This is an optimization exercise on Yosys and OpenROAD, whose aim is small area, a short achievable clock period and few clock cycles per item, not a production implementation. In this exercise RTL edits were held to simulation tests only and were not proved equivalent to the original.

### config.mk
export PLATFORM = sky130hd
export DESIGN_NAME = interface_s_to_sigma
export DESIGN_NICKNAME = interface_s_to_sigma
export VERILOG_FILES = /design/flow/design.v
export SDC_FILE = /design/flow/constraint.sdc
export NUM_CORES = 4
export LEC_CHECK = 0
export CAP_MARGIN = 20
export CORE_MARGIN = 2
export CORE_UTILIZATION = 40
export SLEW_MARGIN = 20
### constraint.sdc
create_clock -name core_clock -period 16.0 [get_ports {clk}]
set_input_delay 3.2000 -clock core_clock [delete_from_list [all_inputs] [get_ports {clk}]]
set_output_delay 3.2000 -clock core_clock [all_outputs]
set_load 0.01 [all_outputs]
### design.v
module interface_s_to_sigma (
  input  logic       clk,
  input  logic       rst,
  input  logic       ext_en,
  input  logic       ext_signal,
  input  logic [7:0] ext_w1,
  input  logic [7:0] ext_w2,
  input  logic [7:0] ext_w3,
  input  logic [7:0] ext_w4,
  input  logic [7:0] ext_w5,
  input  logic [7:0] ext_w6,
  output logic       ready,
  output logic [7:0] s0,
  output logic [7:0] s1,
  output logic [7:0] s2,
  output logic [7:0] s3,
  output logic [2:0] vec_idx
);
  localparam logic [2:0] IDLE = 3'd0;
  localparam logic [2:0] LOAD = 3'd1;
  localparam logic [2:0] DISC = 3'd2;
  localparam logic [2:0] UPDT = 3'd3;
  localparam logic [2:0] DONE = 3'd4;
  function automatic logic [7:0] gf_mul(
    input logic [7:0] a,
    input logic [7:0] b
  );
    logic [7:0] p;
    logic [7:0] x;
    p = '0;
    x = a;
    for (int i = 0; i < 8; i++) begin
      if (b[i]) p = p ^ x;
      x = {x[6:0], 1'b0} ^ ({8{x[7]}} & 8'h1d);
    end
    gf_mul = p;
  endfunction
  function automatic logic [7:0] gf_inv(input logic [7:0] a);
    logic [7:0] sq;
    logic [7:0] acc;
    sq  = a;
    acc = 8'h01;
    for (int i = 1; i < 8; i++) begin
      sq  = gf_mul(sq, sq);
      acc = gf_mul(acc, sq);
    end
    gf_inv = acc;
  endfunction
  logic [3:0]  cnt;
  logic [2:0]  vidx;
  logic [47:0] rom;
  logic [47:0] win;
  logic        start;
  logic [2:0]  state, nxt;
  logic [47:0] syn;
  logic [55:0] sx;
  logic [31:0] sig;
  logic [31:0] bb;
  logic [31:0] xb;
  logic [31:0] signew;
  logic [31:0] so;
  logic [2:0]  len, mm, rr;
  logic [7:0]  binv, delta, disc, q;
  logic        grow, rdy;
  always_ff @(posedge clk) begin
    if (rst) begin
      cnt  <= '0;
      vidx <= '0;
    end else begin
      cnt <= cnt + 4'd1;
      if (cnt == 4'd0)
        vidx <= (vidx == 3'd5) ? 3'd0 : vidx + 3'd1;
    end
  end
  always_comb begin
    case (vidx)
      3'd0, 3'd5:
        rom = {8'd54, 8'd1, 8'd39, 8'd148, 8'd2, 8'd215};
      3'd1:
        rom = {8'd239, 8'd183, 8'd248, 8'd235, 8'd105, 8'd48};
      3'd2:
        rom = {8'd71, 8'd39, 8'd23, 8'd15, 8'd3, 8'd5};
      3'd3:
        rom = {8'd15, 8'd39, 8'd23, 8'd3, 8'd14, 8'd124};
      3'd4:
        rom = {8'd15, 8'd132, 8'd15, 8'd1, 8'd14, 8'd200};
      default:
        rom = '0;
    endcase
  end
  always_comb begin
    if (ext_en) begin
      start = ext_signal;
      win = {ext_w6, ext_w5, ext_w4, ext_w3, ext_w2, ext_w1};
    end else begin
      start = (cnt == 4'd0);
      win = rom;
    end
  end
  always_comb begin
    sx = {syn, 8'h00};
    disc = '0;
    for (int i = 0; i < 4; i++)
      if (3'(i) <= rr)
        disc = disc ^ gf_mul(sig[8*i +: 8], sx[8*(rr - 3'(i)) +: 8]);
  end
  always_comb begin
    q = gf_mul(delta, binv);
    for (int j = 0; j < 4; j++) begin
      xb[8*j +: 8] = '0;
      if (3'(j) >= mm) xb[8*j +: 8] = bb[8*(2'(3'(j) - mm)) +: 8];
      signew[8*j +: 8] = sig[8*j +: 8] ^ gf_mul(q, xb[8*j +: 8]);
    end
  end
  assign grow = ({len, 1'b0} < {1'b0, rr});
  always_ff @(posedge clk) begin
    if (rst) state <= IDLE;
    else     state <= nxt;
  end
  always_comb begin
    nxt = state;
    case (state)
      IDLE: if (start) nxt = LOAD;
      LOAD: nxt = DISC;
      DISC: nxt = UPDT;
      UPDT: nxt = (rr == 3'd6) ? DONE : DISC;
      DONE: nxt = IDLE;
      default: nxt = IDLE;
    endcase
  end
  always_ff @(posedge clk) begin
    if (rst) begin
      syn   <= '0;
      sig   <= 32'h0000_0001;
      bb    <= 32'h0000_0001;
      so    <= 32'h0000_0001;
      len   <= '0;
      mm    <= 3'd1;
      rr    <= 3'd1;
      binv  <= 8'h01;
      delta <= '0;
      rdy   <= 1'b0;
    end else begin
      rdy <= 1'b0;
      case (state)
        IDLE: if (start) syn <= win;
        LOAD: begin
          sig  <= 32'h0000_0001;
          bb   <= 32'h0000_0001;
          len  <= '0;
          mm   <= 3'd1;
          rr   <= 3'd1;
          binv <= 8'h01;
        end
        DISC: delta <= disc;
        UPDT: begin
          rr <= rr + 3'd1;
          if (delta == 8'h00) begin
            mm <= mm + 3'd1;
          end else begin
            sig <= signew;
            if (grow) begin
              len  <= rr - len;
              bb   <= sig;
              binv <= gf_inv(delta);
              mm   <= 3'd1;
            end else begin
              mm <= mm + 3'd1;
            end
          end
        end
        DONE: begin
          so  <= sig;
          rdy <= 1'b1;
        end
        default: ;
      endcase
    end
  end
  assign ready   = rdy;
  assign s0      = so[7:0];
  assign s1      = so[15:8];
  assign s2      = so[23:16];
  assign s3      = so[31:24];
  assign vec_idx = vidx;
endmodule
### run.sh
#!/bin/bash
# synth_recipe.tcl (not shown) runs the flow's synth.tcl, then flattens the netlist and writes it again
# the make line also repeats each setting of config.mk as NAME=value (left out here)
make -C /OpenROAD-flow-scripts/flow DESIGN_CONFIG=/design/flow/config.mk WORK_HOME=/design/flow/orfs CLKGATE_MAP_FILE= SYNTH_SCRIPT=/design/flow/synth_recipe.tcl finish
==> summary.txt <==
- The run finished with no timing, DRC or antenna violations.
- The transition time of the tightest slew-check pin is 1.11 ns.
- Setup violations remaining at the end of the flow were counted as 0.
- The worst slew margin relative to its limit is 25.6%.
- The worst min-delay path class is flip-flop to flip-flop.
- The total overflow left after global routing is 0.
- Tracing the worst setup path back leads to its startpoint at delta[6].
- The capture instance of the worst register-to-register path is binv[3].
- In this run, the number of DRC markers left after iteration 0 of detailed routing was 2957.
- The final-layout setup total negative slack is 0 ns.
- The number of antenna violations at the first check in global routing is 0.
- The number of antenna repair diodes is 0.
- Detailed routing inserted a total of 31600 vias.
- Ranked by total cell area, the synthesized netlist is headed by sky130_fd_sc_hd__xnor2_1 22%, sky130_fd_sc_hd__dfxtp_1 11%, sky130_fd_sc_hd__nor2_1 7.9%.
- The first global-routing pass estimated 169 mm of wire.
- A synthesized cell averages 7.21 um^2.
- The final max-slew violation count is 0.
- In this run the deepest clock path goes through 2 buffers.
- In this design, the largest share of critical-path delay is due to XOR/XNOR gates.
- The clock tree synthesis step divided the H-tree into 4 levels.
- The area of the core is 0.0821 mm^2.
- The combined buffer and inverter count along the critical path is 9.
- The largest net degree at the start of global routing is 85.
- The starting utilization of the core area is 40.5%.
- Dividing the final minimum period by the clock period gives 93.1%.
- The post-synthesis cell count is 4609.
- In this run the worst path has a maximum fanout of 20.
- For this run, the number of Yosys warnings is 1.
- Setup repair after global routing left no endpoint under its margin.
- At the worst endpoint, the arrival time is 15.23 ns.
- The detailed-route wire length per cell is 19.1 um.
- The setup fix buffers added after clock tree synthesis is 0.
- The number of clock buffers inserted by TritonCTS is 17.
- The largest individual stage delay along the critical path comes from the cell sky130_fd_sc_hd__xnor3_1.
- The CTS clock-pin slew for the worst setup and hold paths is 0.08 ns.
- Summed over all nets, the half-perimeter wirelength after detailed placement is 76.4 mm.
- The synthesized design devotes to its leading area cell type 22.2% of total area.
- Between clock sinks in the finished design, the worst skew comes to 0.0119 ns.
- Routability-driven placement finished with a final weighted congestion of 0.918.
- The horizontal die dimension is 292 um.
- The largest area contributor in the synthesized netlist is sky130_fd_sc_hd__xnor2_1.
- In the layout the commonest cells are 827 x sky130_fd_sc_hd__xnor2_1, 694 x sky130_fd_sc_hd__nor2_1, 570 x sky130_fd_sc_hd__nand2_1.
- The data required time of the critical path is 16.32 ns.
- TritonCTS built the clock tree.
- The critical path is of the flip-flop to flip-flop type.
- The number of nets in the synthesized netlist is 4692.
- After synthesis, flip-flops and latches occupy 10.8% of the total area.
- The total global routing track utilization is 24.2%.
- The number of flops mapped to enable cells by yosys is 0.
- Cells fill 43.5% of the core in the end.
- In this run the count of I/O pins placed on the die edge is 88.
- The die area is 0.0854 mm^2.
- The total routed wirelength is 106 mm.
- The relative area change from synthesis to final layout is 7.56%.
- The clock insertion delay at the later pin of the skew report is 0.47 ns.
- The count of cells along the worst register-to-register path is 55.
- The number of resized instances in the post-cts repair step is 0.
- Of the cells placed in the final design, the portion with a size suffix greater than 1 is 7.64%.
- The maximum clock frequency is 67.1 MHz.
- The max-cap violation count is 0.
- STA classifies the critical path endpoint as a flip-flop.
- The vertical die dimension is 292 um.
- The tree is rooted in a sky130_fd_sc_hd__clkbuf_16.
- Synthesis inferred 180 register bits.
- The worst register-to-register path begins at delta[6].
- The number of antenna-violating nets in the routed design is 0.
- The post-layout minimum cycle time is 14.90 ns.
- The cell area after synthesis is 0.0332 mm^2.
- In the synthesized netlist the dominant register cell turns out to be sky130_fd_sc_hd__dfxtp_1.
- The critical path's largest stage delay is 0.73 ns.
- Across all hold checks on the routed design, the worst slack comes to 0.455 ns.
- After the last flow step, the layout net total stands at 4571.
- The number of standard-cell rows in the floorplan is 105.
- The count of unresolved DRC violations after routing is 0.
- Counting flops with an async set or reset pin after synthesis yields a share of 0%.
- The cell depth of the worst setup path is 55.
- The via count of the first global-routing pass came to 28800.
- The hold violation total from the final report is 0.
- The worst setup path endpoint is binv[3].
- Before antenna repair, the detailed router went through 6 iterations.
- The post-synthesis cell type count is 109.
- The TritonCTS sink count is 180.
- During placement, the flow inserted port buffers numbering 87.
- The number of hold buffers added after CTS was 0.
- The worst hold path depth is 2.
- STA classifies the critical path startpoint as a flip-flop.
- The commonest non-fill, non-tap cell in the layout is sky130_fd_sc_hd__xnor2_1.
- The routed via count divided by cell count is 5.67.
## layout make-up
class | count | area, um^2
Clock buffer | 17 | 425
Clock inverter | 15 | 186
Fill cell | 8366 | 46400
Inverter | 75 | 283
Multi-Input combinational cell | 4005 | 28100
Sequential cell | 180 | 3610
Tap cell | 1070 | 1340
Timing Repair Buffer | 209 | 1780
## sequential cells by signal, indices dropped and copies added (netlist names)
| name | flops |
|---|---|
| syn | 48 |
| bb | 32 |
| sig | 32 |
| so | 32 |
| binv | 8 |
| delta | 8 |
| cnt | 4 |
| len | 3 |
| mm | 3 |
| rr | 3 |
| state | 3 |
| vidx | 3 |
| rdy | 1 |
## metal layers
metal	vias to the layer above	share of wire (%)	track usage [%]
met5	-	0	0
met4	0	1.6	4.87
met3	107	7.0	2.48
met2	1158	44	38.0
met1	15000	47	35.8
li1	15300	-	-
## how the worst min path moves through the flow
stage / start / slack, ns / to
after floorplan: cnt[0] / 0.43 / cnt[0]
after global placement: so[31] / 0.44 / so[31]
after detailed placement: so[31] / 0.45 / so[31]
after CTS: so[31] / 0.46 / so[31]
after global routing: so[11] / 0.47 / so[11]
final: so[31] / 0.45 / so[31]
## worst register-to-register path: cells and delay by family (launching register included)
family | cells | cell delay, ns
AO/OA/AOI/OAI | 6 | 1.55
XOR/XNOR | 23 | 7.15
adder cells (fa/ha/maj) | 4 | 1.61
buffers and inverters | 9 | 1.57
flip-flops | 1 | 0.68
multiplexers | 1 | 0.28
AND/OR/NAND/NOR | 12 | 1.90
## cells by family (layout without fill, tap and decap cells)
family                     Yosys count  count (layout)  share of synthesized area [%]
xor gates and xnor gates          1241            1241                           38.5
and+or+nand+nor                   1732            1732                           22.6
muxes                              153             153                           5.19
DFF                                180             180                           10.8
buffers and inverters              424             316                           5.19
adders and majority gates           31              31                           1.19
AOI/OAI and AO/OA                  848             848                           16.5
## metrics by stage
step / cell area [um^2] / std cells / setup WS, ns
2_1_floorplan: 33200 / 4609 / 2.03
3_3_place_gp: 35100 / 5537 / 0.970
3_5_place_dp: 35100 / 5538 / 0.847
4_1_cts: 35700 / 5570 / 0.779
5_1_grt: 35700 / 5571 / 0.0384
6_report: 35700 / 5571 / 1.10
## synthesized netlist by cell type, types with 12 or more instances
library cell / count
sky130_fd_sc_hd__buf_2: 36
sky130_fd_sc_hd__nor4_1: 14
sky130_fd_sc_hd__o21ai_0: 162
sky130_fd_sc_hd__a31oi_1: 22
sky130_fd_sc_hd__o22ai_1: 54
sky130_fd_sc_hd__xnor2_1: 844
sky130_fd_sc_hd__nor3_1: 136
sky130_fd_sc_hd__o21a_1: 14
sky130_fd_sc_hd__xor2_1: 241
sky130_fd_sc_hd__or3_1: 21
sky130_fd_sc_hd__mux2i_1: 108
sky130_fd_sc_hd__buf_1: 49
sky130_fd_sc_hd__inv_1: 67
sky130_fd_sc_hd__xor2_2: 17
sky130_fd_sc_hd__a21oi_1: 258
sky130_fd_sc_hd__a22oi_1: 63
sky130_fd_sc_hd__xnor2_2: 31
sky130_fd_sc_hd__mux4_2: 12
sky130_fd_sc_hd__ha_1: 30
sky130_fd_sc_hd__dfxtp_1: 180
sky130_fd_sc_hd__and3_1: 27
sky130_fd_sc_hd__nor2_1: 695
sky130_fd_sc_hd__nand2_1: 570
sky130_fd_sc_hd__buf_4: 15
sky130_fd_sc_hd__xnor3_1: 79
sky130_fd_sc_hd__clkbuf_1: 244
sky130_fd_sc_hd__mux2_2: 32
sky130_fd_sc_hd__o221ai_1: 14
sky130_fd_sc_hd__nor3b_1: 25
sky130_fd_sc_hd__o211ai_1: 39
sky130_fd_sc_hd__nand3_1: 85
sky130_fd_sc_hd__a211oi_1: 59
sky130_fd_sc_hd__and2_1: 27
sky130_fd_sc_hd__a211o_1: 16
sky130_fd_sc_hd__nand2b_1: 54
sky130_fd_sc_hd__nor2b_1: 29
Testbench counts, summed over its fixed seeds: cycles 19,208, items 1,280.

port drivers added, routing unchanged:
Ports are ideal in the flow. The routed layout listed here was re-timed in OpenROAD. Step 1, drivers: a clkbuf_16 drives clk and a buf_2 each remaining input, both assumed. Step 2, shift: input delay + t, output delay - t, t = (earliest + latest rising clock arrival at the registers) / 2. This alone moves slack from input paths to output paths. Slacks: no drivers / after step 1 / after step 2; pairs: no drivers / after step 1.
t, ns: 0.516
setup WS [ns]: 1.098 / 1.098 / 1.098
worst setup path after step 2: register to register
worst register clock-pin slew, ns: 0.08 / 0.08
pins driven straight from the clock port: 1
After both steps this run still meets setup and hold. The setup slack of this run moves by 0.000 ns with the drivers and by 0.000 ns with both steps.
